This design comes from an exercise in tuning for small area on the open sky130 flow, not from production work.
Only simulation tests tie the RTL to the original design; equivalence was not proved.
Power is estimated from default activity; no workload was simulated.

## alpha
// sketch_top
module sketch_top (
        input  wire logic                  clk,
        input  wire logic                  reset,
        input  wire logic                  en_hash,
        input  wire logic                  read_add,
        input  wire logic                  get_row,
        input  wire logic                  set_row,
        input  wire sketch_pkg::kmer_t     kmer,
        input  wire sketch_pkg::row_t      row_rd1,
        input  wire sketch_pkg::row_t      row_rd2,
        input  wire sketch_pkg::row_t      row_rd3,
        input  wire sketch_pkg::row_t      row_rd4,
        input  wire sketch_pkg::row_t      bucket_rd,
        output sketch_pkg::row_addr_t      row_addr,
        output sketch_pkg::row_addr_t      bucket_addr,
        output sketch_pkg::row_t           row_wr1,
        output sketch_pkg::row_t           row_wr2,
        output sketch_pkg::row_t           row_wr3,
        output sketch_pkg::row_t           row_wr4,
        output sketch_pkg::row_t           bucket_wr
);
  ...
Size: ~2,100 cells after synthesis, about 710 flip-flops, ~0.026 mm2 of cells after synthesis.
==> flow/config.mk <==
export PLATFORM = sky130hd
export DESIGN_NAME = sketch_top
export DESIGN_NICKNAME = sketch_top
export VERILOG_FILES = /design/flow/design.v
export SDC_FILE = /design/flow/constraint.sdc
export NUM_CORES = 4
export LEC_CHECK = 0
export CAP_MARGIN = 20
export CORE_MARGIN = 2
export CORE_UTILIZATION = 40
export GPL_TIMING_DRIVEN = 0
export SLEW_MARGIN = 20
export SYNTH_HIERARCHICAL = 1
==> flow/constraint.sdc <==
create_clock -name core_clock -period 4.0 [get_ports {clk}]
set_input_delay 0.8000 -clock core_clock [delete_from_list [all_inputs] [get_ports {clk}]]
set_output_delay 0.8000 -clock core_clock [all_outputs]
set_load 0.01 [all_outputs]
standard.sh (not shown) runs the stock make flow with config.mk's settings and CLKGATE_MAP_FILE= SYNTH_SCRIPT=/design/flow/synth_recipe.tcl, a recipe that flattens the netlist after the stock synthesis.
==> flow/flow/run.sh <==
#!/bin/bash
# The standard synthesis, then its standard layout with three changes:
# the smallest buffer (buf_1) as the port buffer; a clock tree of clkbuf_4
# cells driving clusters of at most 10 flip-flops, without dummy loads; and
# no buffer larger than buf_4 for the repair of high-fanout nets. make's
# output goes to synth_make.log and flow_make.log; each ORFS step keeps its
# own log under orfs/logs.
set -euo pipefail
bash standard.sh synth > synth_make.log 2>&1
export BUFFER_PORTS_ARGS="-buffer_cell sky130_fd_sc_hd__buf_1"
export CTS_ARGS="-sink_clustering_enable -repair_clock_nets -dont_use_dummy_load -buf_list {sky130_fd_sc_hd__clkbuf_4} -sink_clustering_size 10 -sink_clustering_max_diameter 50"
# The platform's don't-use cells, plus the large buffers
platform_dont_use=$(sed -n '/^export DONT_USE_CELLS/,/^#/p' "$FLOW_HOME/platforms/sky130hd/config.mk" \
  | grep -o 'sky130_fd_sc_hd__[A-Za-z0-9_]*' | tr '\n' ' ')
big_buffers="sky130_fd_sc_hd__buf_6 sky130_fd_sc_hd__buf_8 sky130_fd_sc_hd__buf_12 sky130_fd_sc_hd__buf_16"
big_buffers+=" sky130_fd_sc_hd__bufbuf_8 sky130_fd_sc_hd__bufbuf_16"
big_buffers+=" sky130_fd_sc_hd__clkdlybuf4s15_1 sky130_fd_sc_hd__clkdlybuf4s15_2 sky130_fd_sc_hd__clkdlybuf4s18_1 sky130_fd_sc_hd__clkdlybuf4s18_2"
big_buffers+=" sky130_fd_sc_hd__clkdlybuf4s25_1 sky130_fd_sc_hd__clkdlybuf4s25_2 sky130_fd_sc_hd__clkdlybuf4s50_1 sky130_fd_sc_hd__clkdlybuf4s50_2"
echo "DONT_USE_CELLS=$platform_dont_use $big_buffers" > dont_use.txt
bash standard.sh finish "DONT_USE_CELLS=$platform_dont_use $big_buffers" > flow_make.log 2>&1
Input-level comparison between beta and alpha:
diff --git a/flow/config.mk b/flow/config.mk
--- a/flow/config.mk
+++ b/flow/config.mk
@@ -11 +10,0 @@
-export GPL_TIMING_DRIVEN = 0
### Flow results
- The final critical path time including I/O delays and setup in beta sits 1430 ps below the value recorded for alpha.
- Between beta and alpha, the global-route usage over all layers does not differ in any meaningful way.
- Diff alpha..beta | cell count | negligible
- Of the two values seen for capture point of the critical path, inc_row1[2]$_DFF_P_ was produced by alpha and row_wr4[15] by beta.
[inputs] gamma vs beta
==> flow/flow/run.sh <==
#!/bin/bash
# The standard synthesis, then its standard layout with three changes:
# the smallest buffer (buf_1) as the port buffer; a clock tree of clkbuf_4
# cells driving clusters of at most 10 flip-flops, without dummy loads; and
# no buffers larger than buf_4 for the repair of high-fanout nets. make's
# output goes to synth_make.log and flow_make.log; each ORFS step keeps its
# own log under orfs/logs.
set -euo pipefail
bash standard.sh synth > synth_make.log 2>&1
export BUFFER_PORTS_ARGS="-buffer_cell sky130_fd_sc_hd__buf_1"
export CTS_ARGS="-sink_clustering_enable -repair_clock_nets -dont_use_dummy_load -buf_list {sky130_fd_sc_hd__clkbuf_4} -sink_clustering_size 10 -sink_clustering_max_diameter 50"
export DONT_USE_CELLS="sky130_fd_sc_hd__buf_6 sky130_fd_sc_hd__buf_8 sky130_fd_sc_hd__buf_12 sky130_fd_sc_hd__buf_16 sky130_fd_sc_hd__bufbuf_8 sky130_fd_sc_hd__bufbuf_16 sky130_fd_sc_hd__clkbuf_8 sky130_fd_sc_hd__clkbuf_16 sky130_fd_sc_hd__clkdlybuf4s15_1 sky130_fd_sc_hd__clkdlybuf4s15_2 sky130_fd_sc_hd__clkdlybuf4s18_1 sky130_fd_sc_hd__clkdlybuf4s18_2 sky130_fd_sc_hd__clkdlybuf4s25_1 sky130_fd_sc_hd__clkdlybuf4s25_2 sky130_fd_sc_hd__clkdlybuf4s50_1 sky130_fd_sc_hd__clkdlybuf4s50_2"
bash standard.sh > flow_make.log 2>&1
Results
Across both runs, area growth from synthesis to layout was higher for gamma than for beta. The run showing the smaller final cell count is gamma. Compared with beta, number of clock buffers in the layout in gamma decreased slightly. The design internal power was comparable across beta and gamma.

Setup of zinc:
sketch_top, a different RTL version from the one above (not shown whole).
For scale: ~2100 cells after synthesis, roughly 710 flip-flops, ~760 I/O pins.
clock: 4.0 ns
lec_check: 0
cap_margin: 0
core_margin: 2
core_utilization: 40
slew_margin: 0
synth_hierarchical: 1
==> flow/flow/run.sh <==
#!/bin/bash
# The standard layout with two changes: the smallest buffer (buf_1) as
# the port buffer, and a clock tree of clkbuf_4 cells driving clusters of at
# most 10 flip-flops, without dummy loads. make's output goes to
# flow_make.log; each ORFS step keeps its own log under orfs/logs.
set -euo pipefail
export BUFFER_PORTS_ARGS="-buffer_cell sky130_fd_sc_hd__buf_1"
export CTS_ARGS="-sink_clustering_enable -repair_clock_nets -dont_use_dummy_load -buf_list {sky130_fd_sc_hd__clkbuf_4} -sink_clustering_size 10 -sink_clustering_max_diameter 50"
bash standard.sh > flow_make.log 2>&1
Modified inputs, cedar compared to zinc
Settings: CAP_MARGIN: 0 -> 20; SLEW_MARGIN: 0 -> 20.
==> flow/flow/run.sh <==
#!/bin/bash
# Standard layout, with the smallest buffer as the port buffer.
set -euo pipefail
export BUFFER_PORTS_ARGS="-buffer_cell sky130_fd_sc_hd__buf_1"
bash standard.sh > flow_make.log 2>&1
## What came out
Routing usage on met3, cedar and zinc: lower on cedar. Looking only at routed wire length, and setting everything else aside, the higher value of cedar and zinc goes to cedar. cedar ends up with a fraction of area in registers that is 2.9 points lower than in zinc. Compared cedar against zinc; via count within noise. The clock tree buffer count of the final layout of cedar exceeds that of zinc by 37%. Compared with zinc, cedar shows a higher share of cells above drive strength 1. Diff zinc -> cedar: minimum setup slack in the final design about even, total met3 wirelength after detailed routing went down by about 6%.

-- what the ideal ports hide --
No port has a modelled driver above. Below, the same layouts with a new extraction and two added sets of constraints. Step 1 assumes that a clkbuf_16 drives the clock port and a buf_2 every other input. Step 2, shift: input delay + t, output delay - t, t = (earliest + latest rising clock arrival at the registers) / 2. This alone moves slack from input paths to output paths. Three values: ideal, step 1, step 2; two values: the first two.
run	t (ns)	setup WS [ns]	pins driven straight from the clock port
alpha	0.873	0.211 / 0.245 / -0.628	1
beta	0.853	1.645 / 1.588 / 0.904	1
gamma	0.890	1.590 / 1.531 / 1.051	1
zinc	0.887	1.686 / 1.625 / 1.044	1
cedar	0.670	1.687 / 1.724 / 1.054	1
Met with ideal ports but missed after step 2: setup timing in alpha. For alpha, which loses most, drivers alone change the setup slack by +0.034 ns; drivers and shift together by -0.839 ns.
